Context: an optimization exercise on an open-source flow, tuned for a short achievable clock period and few clock cycles. The choices shown serve that exercise and are no tape-out recipe.
Where RTL was checked, it was by simulation tests only, not by an equivalence proof against the original.
Power figures rest on the tool's default switching activity, not on a simulated workload.

==> inputs of trial 24 <==
// mips_core
module mips_core (
	input  wire                    clk,
	input  wire                    rst_n,
	input  wire [32-1:0]   imem_data,
	input  wire [32-1:0]   dmem_rdata,
	output logic [32-1:0]  imem_addr,
	output logic [32-1:0]  dmem_addr,
	output logic [32-1:0]  dmem_wdata,
	output logic                   dmem_we
);
export LEC_CHECK = 0
export ABC_CLOCK_PERIOD_IN_PS = 2500
export CAP_MARGIN = 20
export CELL_PAD_IN_SITES_DETAIL_PLACEMENT = 1
export CELL_PAD_IN_SITES_GLOBAL_PLACEMENT = 2
export CORE_MARGIN = 2
export CORE_UTILIZATION = 35
export SETUP_SLACK_MARGIN = 5
export SLEW_MARGIN = 20
export TNS_END_PERCENT = 100
create_clock -name core_clock -period 8.0 [get_ports {clk}]
run.sh (not shown) runs the stock make flow with config.mk's settings and CLKGATE_MAP_FILE= SYNTH_SCRIPT=/design/flow/synth_recipe.tcl, a recipe that flattens the netlist after the stock synthesis.
==> inputs of trial 47, as changes to trial 24 <==
--- a/flow/design.v
+++ b/flow/design.v
@@ -295,22 +295,18 @@
 );
 	localparam int BHT_AW = 6;
 	localparam int BHT_N  = 1 << BHT_AW;
 	logic [31:2]  pc_f;
 	logic [31:0]  ir_d;
-	logic         valid_d;
 	logic [31:2]  pc_d;
-	logic [31:0]  a_e;         
-	logic [31:0]  b_e;         
-	logic [31:0]  sb_e;        
-	logic [31:0]  ca_e, cb_e;  
-	logic [31:0]  sd_e;        
-	logic         sdl_e;       
+	logic [31:0]  a_e;
+	logic [31:0]  b_e;
+	logic [31:0]  sd_e;
+	logic         fa_e, fb_e, fsd_e, fsdl_e;
 	logic [4:0]   sh_e;
-	logic         cin_e;
 	logic         op_add_e, op_sub_e, op_slt_e, op_and_e, op_or_e, op_sll_e, op_srl_e;
-	logic         regw_e, ld_e, st_e;
+	logic         regw_e, ld_e, st_e, mem_e;
 	logic [4:0]   dest_e;
 	logic         br_e, beq_e, pred_e;
 	logic [31:2]  alt_e;
 	logic [BHT_AW-1:0] bidx_e;
 	logic         bv_e;
@@ -328,11 +324,11 @@
 	logic [4:0]   rs_d, rt_d, rd_d;
 	logic [15:0]  imm_d;
 	logic         is_r;
 	logic         r_addu, r_subu, r_and, r_or, r_slt, r_sll, r_srl;
 	logic         i_addiu, i_ori, i_lui, i_lw, i_sw, i_beq, i_bne;
-	logic         writes_d, regw_d, uses_a, uses_b, use_imm, ld_d, st_d, sh_d, bq_d;
+	logic         writes_d, regw_d, uses_a, uses_b, use_imm;
 	logic [4:0]   dest_d;
 	logic [31:0]  imm_ext_d;
 	assign op_d  = ir_d[31:26];
 	assign fn_d  = ir_d[5:0];
 	assign rs_d  = ir_d[25:21];
@@ -352,147 +348,112 @@
 	assign i_lui   = (op_d == 6'h0f);
 	assign i_lw    = (op_d == 6'h23);
 	assign i_sw    = (op_d == 6'h2b);
 	assign i_beq   = (op_d == 6'h04);
 	assign i_bne   = (op_d == 6'h05);
-	assign writes_d = valid_d & (r_addu | r_subu | r_and | r_or | r_slt | r_sll | r_srl |
-	                  i_addiu | i_ori | i_lui | i_lw);
+	assign writes_d = r_addu | r_subu | r_and | r_or | r_slt | r_sll | r_srl |
+	                  i_addiu | i_ori | i_lui | i_lw;
 	assign dest_d   = is_r ? rd_d : rt_d;
 	assign regw_d   = writes_d && (dest_d != 5'd0);
-	assign uses_a   = valid_d & (r_addu | r_subu | r_and | r_or | r_slt |
-	                  i_addiu | i_ori | i_lw | i_sw | i_beq | i_bne);
-	assign uses_b   = valid_d & (r_addu | r_subu | r_and | r_or | r_slt | r_sll | r_srl |
-	                  i_beq | i_bne);
-	assign ld_d     = valid_d & i_lw;
-	assign st_d     = valid_d & i_sw;
-	assign sh_d     = r_sll | r_srl;
-	assign bq_d     = i_beq | i_bne;
+	assign uses_a   = r_addu | r_subu | r_and | r_or | r_slt |
+	                  i_addiu | i_ori | i_lw | i_sw | i_beq | i_bne;
+	assign uses_b   = r_addu | r_subu | r_and | r_or | r_slt | r_sll | r_srl |
+	                  i_beq | i_bne;
 	assign use_imm  = i_addiu | i_ori | i_lui | i_lw | i_sw;
 	always_comb begin
 		if (i_ori)
 			imm_ext_d = {16'h0000, imm_d};
 		else if (i_lui)
 			imm_ext_d = {imm_d, 16'h0000};
 		else
 			imm_ext_d = {{16{imm_d[15]}}, imm_d};
 	end
-	logic [31:0]  res_x;
 	logic [31:0]  res_m;
-	logic [31:0]  rf_a, rf_b, val_a, val_b, opa_d, opb_d;
-	logic         m_a, m_b, e_a, e_b;
+	logic [31:0]  rf_a, rf_b, val_a, val_b;
+	logic         m_a, m_b, e_a, e_b, e_sd;
 	logic         stall;
 	assign res_m = ld_m ? dmem_rdata : alu_m;
 	assign rf_a = rf[rs_d];
 	assign rf_b = rf[rt_d];
 	assign m_a  = regw_m && (dest_m == rs_d);
 	assign m_b  = regw_m && (dest_m == rt_d);
 	assign e_a  = regw_e && (dest_e == rs_d);
 	assign e_b  = regw_e && (dest_e == rt_d);
 	assign val_a = m_a ? res_m : rf_a;
 	assign val_b = m_b ? res_m : rf_b;
-	assign opa_d = e_a ? res_x : val_a;
-	assign opb_d = e_b ? res_x : val_b;
 	assign stall = ld_e && ((uses_a && e_a) || (uses_b && e_b));
 	logic         isbr_d, pred_d;
 	logic [31:2]  seq_d, target_d;
 	logic [BHT_AW-1:0] bidx_d;
-	logic         bv_d;      
+	logic         bv_d;
 	logic [1:0]   bc_d;
 	assign seq_d    = pc_f + 30'd1;
 	assign target_d = pc_f + {{14{imm_d[15]}}, imm_d};
 	assign bidx_d   = pc_d[BHT_AW+1:2];
-	assign isbr_d   = valid_d && bq_d && (imm_d != 16'd1);
+	assign bv_d     = bht_v[bidx_d];
+	assign bc_d     = bht_c[bidx_d];
+	assign isbr_d   = (i_beq | i_bne) && (imm_d != 16'd1);
 	assign pred_d   = isbr_d && (bv_d ? bc_d[1] : (imm_d[15] | i_bne));
-	logic [31:0]  sum_x, shl_x, shr_x;
+	logic [31:0]  a_x, b_x, sum_x, res_x, shl_x, shr_x;
 	logic         lt_x, eq_x, taken_x, mis_x;
-	logic [31:0]  p_x, g_x, c_x;
-	assign p_x = a_e ^ b_e;
-	assign g_x = a_e & b_e;
-	always_comb begin
-		logic [31:0] gg, pp, gn, pn;
-		gg = {g_x[31:1], g_x[0] | (p_x[0] & cin_e)};
-		pp = p_x;
-		for (int d = 1; d < 32; d = d * 2) begin
-			for (int i = 0; i < 32; i++) begin
-				if (i >= d) begin
-					gn[i] = gg[i] | (pp[i] & gg[i-d]);
-					pn[i] = pp[i] & pp[i-d];
-				end else begin
-					gn[i] = gg[i];
-					pn[i] = pp[i];
-				end
-			end
-			gg = gn;
-			pp = pn;
-		end
-		c_x = {gg[30:0], cin_e};
-	end
-	assign sum_x = p_x ^ c_x;
-	assign lt_x  = (a_e[31] == b_e[31]) ? a_e[31] : sum_x[31];
-	assign shl_x = sb_e << sh_e;
-	assign shr_x = sb_e >> sh_e;
+	assign a_x   = fa_e ? alu_m : a_e;
+	assign b_x   = fb_e ? alu_m : b_e;
+	assign sum_x = a_x + ((op_sub_e | op_slt_e) ? ~b_x : b_x) + {31'd0, (op_sub_e | op_slt_e)};
+	assign lt_x  = (a_x[31] ^ b_x[31]) ? a_x[31] : sum_x[31];
+	assign shl_x = b_x << sh_e;
+	assign shr_x = b_x >> sh_e;
 	assign res_x = ({32{op_add_e | op_sub_e}} & sum_x) |
-	               ({32{op_and_e}} & g_x) |
-	               ({32{op_or_e}}  & (g_x | p_x)) |
+	               ({32{op_and_e}} & (a_x & b_x)) |
+	               ({32{op_or_e}}  & (a_x | b_x)) |
 	               ({32{op_sll_e}} & shl_x) |
 	               ({32{op_srl_e}} & shr_x) |
 	               {31'd0, op_slt_e & lt_x};
-	assign eq_x    = (ca_e == cb_e);
+	assign eq_x    = (a_x == b_x);
 	assign taken_x = beq_e ? eq_x : !eq_x;
 	assign mis_x   = br_e && (taken_x != pred_e);
 	assign imem_addr = {pc_f, 2'b00};
 	always_ff @(posedge clk or negedge rst_n) begin
 		if (!rst_n) begin
-			pc_f    <= '0;
-			valid_d <= 1'b0;
+			pc_f <= '0;
+			ir_d <= 32'h0000_0000;
 		end else if (mis_x) begin
-			pc_f    <= alt_e;
-			valid_d <= 1'b0;
-		end else if (!stall) begin
-			pc_f    <= pred_d ? target_d : seq_d;
-			valid_d <= 1'b1;
-		end
-	end
-	always_ff @(posedge clk or negedge rst_n) begin
-		if (!rst_n)
+			pc_f <= alt_e;
 			ir_d <= 32'h0000_0000;
-		else if (!stall)
+		end else if (!stall) begin
+			pc_f <= pred_d ? target_d : seq_d;
 			ir_d <= imem_data;
+		end
 	end
 	always_ff @(posedge clk) begin
-		if (!stall) begin
+		if (!stall)
 			pc_d <= pc_f;
-			bc_d <= bht_c[pc_f[BHT_AW+1:2]];
-		end
-	end
-	always_ff @(posedge clk or negedge rst_n) begin
-		if (!rst_n)
-			bv_d <= 1'b0;
-		else if (!stall)
-			bv_d <= bht_v[pc_f[BHT_AW+1:2]];
 	end
 	always_ff @(posedge clk or negedge rst_n) begin
 		if (!rst_n) begin
 			regw_e <= 1'b0;
 			ld_e   <= 1'b0;
 			st_e   <= 1'b0;
+			mem_e  <= 1'b0;
 			br_e   <= 1'b0;
 			dest_e <= '0;
 		end else begin
 			regw_e <= regw_d && !stall;
-			ld_e   <= ld_d && !stall;
-			st_e   <= st_d && !stall;
+			ld_e   <= i_lw && !stall;
+			st_e   <= i_sw && !stall;
+			mem_e  <= (i_lw | i_sw) && !stall;
 			br_e   <= isbr_d && !stall;
 			dest_e <= stall ? 5'd0 : dest_d;
 		end
 	end
 	always_ff @(posedge clk) begin
-		a_e      <= uses_a ? opa_d : 32'd0;
-		b_e      <= use_imm ? imm_ext_d : ((r_subu | r_slt) ? ~opb_d : opb_d);
-		cin_e    <= r_subu | r_slt;
-		sd_e     <= opb_d;
-		sdl_e    <= ld_e && e_b;
+		a_e      <= uses_a ? val_a : 32'd0;
+		b_e      <= use_imm ? imm_ext_d : val_b;
+		sd_e     <= val_b;
+		fa_e     <= uses_a && e_a;
+		fb_e     <= uses_b && e_b;
+		fsd_e    <= i_sw && e_b && !ld_e;
+		fsdl_e   <= i_sw && e_b && ld_e;
 		sh_e     <= ir_d[10:6];
 		op_add_e <= r_addu | i_addiu | i_lw | i_sw;
 		op_sub_e <= r_subu;
 		op_slt_e <= r_slt;
 		op_and_e <= r_and;
@@ -503,16 +464,10 @@
 		pred_e   <= pred_d;
 		alt_e    <= pred_d ? seq_d : target_d;
 		bidx_e   <= bidx_d;
 		bv_e     <= bv_d;
 		bc_e     <= bc_d;
-		if (sh_d)
-			sb_e <= opb_d;
-		if (bq_d) begin
-			ca_e <= opa_d;
-			cb_e <= opb_d;
-		end
 	end
 	always_ff @(posedge clk or negedge rst_n) begin
 		if (!rst_n) begin
 			regw_m <= 1'b0;
 			ld_m   <= 1'b0;
@@ -524,13 +479,15 @@
 			we_m   <= st_e;
 			dest_m <= dest_e;
 		end
 	end
 	always_ff @(posedge clk) begin
-		alu_m   <= res_x;
-		daddr_m <= sum_x;
-		wdata_m <= sdl_e ? dmem_rdata : sd_e;
+		alu_m <= res_x;
+		if (mem_e)
+			daddr_m <= sum_x;
+		if (st_e)
+			wdata_m <= fsdl_e ? dmem_rdata : (fsd_e ? alu_m : sd_e);
 	end
 	assign dmem_addr  = daddr_m;
 	assign dmem_wdata = wdata_m;
 	assign dmem_we    = we_m;
 	assign rf[0] = 32'd0;
@@ -540,40 +497,25 @@
 				rf[i] <= '0;
 			else if (regw_m && dest_m == i)
 				rf[i] <= res_m;
 		end
 	end
-	logic              br_u, taken_u, bv_u;
-	logic [1:0]        bc_u;
-	logic [BHT_AW-1:0] bidx_u;
-	always_ff @(posedge clk or negedge rst_n) begin
-		if (!rst_n)
-			br_u <= 1'b0;
-		else
-			br_u <= br_e;
-	end
-	always_ff @(posedge clk) begin
-		taken_u <= taken_x;
-		bv_u    <= bv_e;
-		bc_u    <= bc_e;
-		bidx_u  <= bidx_e;
-	end
 	always_ff @(posedge clk or negedge rst_n) begin
 		if (!rst_n) begin
 			for (int i = 0; i < BHT_N; i++)
 				bht_v[i] <= 1'b0;
-		end else if (br_u) begin
-			bht_v[bidx_u] <= 1'b1;
+		end else if (br_e) begin
+			bht_v[bidx_e] <= 1'b1;
 		end
 	end
 	always_ff @(posedge clk) begin
-		if (br_u) begin
-			if (!bv_u)
-				bht_c[bidx_u] <= taken_u ? 2'd2 : 2'd1;
-			else if (taken_u)
-				bht_c[bidx_u] <= (bc_u == 2'd3) ? 2'd3 : bc_u + 2'd1;
+		if (br_e) begin
+			if (!bv_e)
+				bht_c[bidx_e] <= taken_x ? 2'd2 : 2'd1;
+			else if (taken_x)
+				bht_c[bidx_e] <= (bc_e == 2'd3) ? 2'd3 : bc_e + 2'd1;
 			else
-				bht_c[bidx_u] <= (bc_u == 2'd0) ? 2'd0 : bc_u - 2'd1;
+				bht_c[bidx_e] <= (bc_e == 2'd0) ? 2'd0 : bc_e - 2'd1;
 		end
 	end
 endmodule
 `default_nettype wire
==> qor summary <==
metric	trial 24	trial 47
First-pass iteration count of the detailed router	12	9
FF+latch count	1,627	1,525
Maximum clock frequency	296 MHz	258 MHz
Switching share of power	33.5%	35.3%
Worst hold slack	0.326 ns	0.420 ns
Fillcell total	24,700	23,400
Invs w/o clock	141	145
Instance area at placement	86,300 µm²	82,100 µm²
Number of enable-type register cells in the synthesized netlist	232	198
Power in combinational cells	7.11 mW	6.97 mW
Launch point of the critical path	sh_e[1]$_DFF_P_	fa_e$_DFF_P_
Final period utilization	42.2%	48.5%
Status	finished clean	finished clean
Area Growth Syn to Fin	32.3%	29.2%
Wire length reported by the detailed router	492 mm	462 mm
Final core area utilization	46.4%	45.5%
Initial Util	35.1%	35.2%
Global routing usage on met3	9.57%	10.1%
Die Wd	484 µm	471 µm
Number of clock buffers in the layout	273	265
Static leakage	43.3 nW	38.9 nW
Multi-input gates	5,995	5,661
Sequential power share	38.7%	38.8%
Post-CTS setup buffer count	440	310
Startpoint of the tightest hold check path	bc_e[0]$_DFF_P_	regw_e$_DFF_PN0_
Mux cell area share after synthesis	5.16%	5.67%
Vertical die dimension	484 µm	471 µm
Testbench counts of trial 24, summed over its fixed seeds: cycles 83,120.
No functional check of the RTL was part of trial 47.

==> re-timing with driven ports <==
How much do the figures lean on ideal ports? The routed layouts below were timed once more, with nothing changed but the port constraints.
Step 1, drivers: a clkbuf_16 drives clk and a buf_2 each remaining input, both assumed.
Step 2 times the ports against the registers' clock, not the clock port: input delays grow and output delays shrink by t, the midpoint of the rising clock arrivals with the driver on.
Three values: ideal ports, drivers, drivers and shift; two values: the first two.
run	t, ns	slack for setup (ns)	hold slack, ns	worst data-port slew with drivers (ns)	pins driven straight from the clock port
trial 24	0.950	4.627 / 4.627 / 4.149	0.326 / 0.326 / 0.326	0.13	1
trial 47	0.962	4.121 / 4.121 / 4.121	0.420 / 0.420 / 0.420	0.08	1
After both steps setup and hold are still met in every run listed. The setup slack of trial 24, which loses most, moves by 0.000 ns with the drivers and by -0.478 ns with both steps.
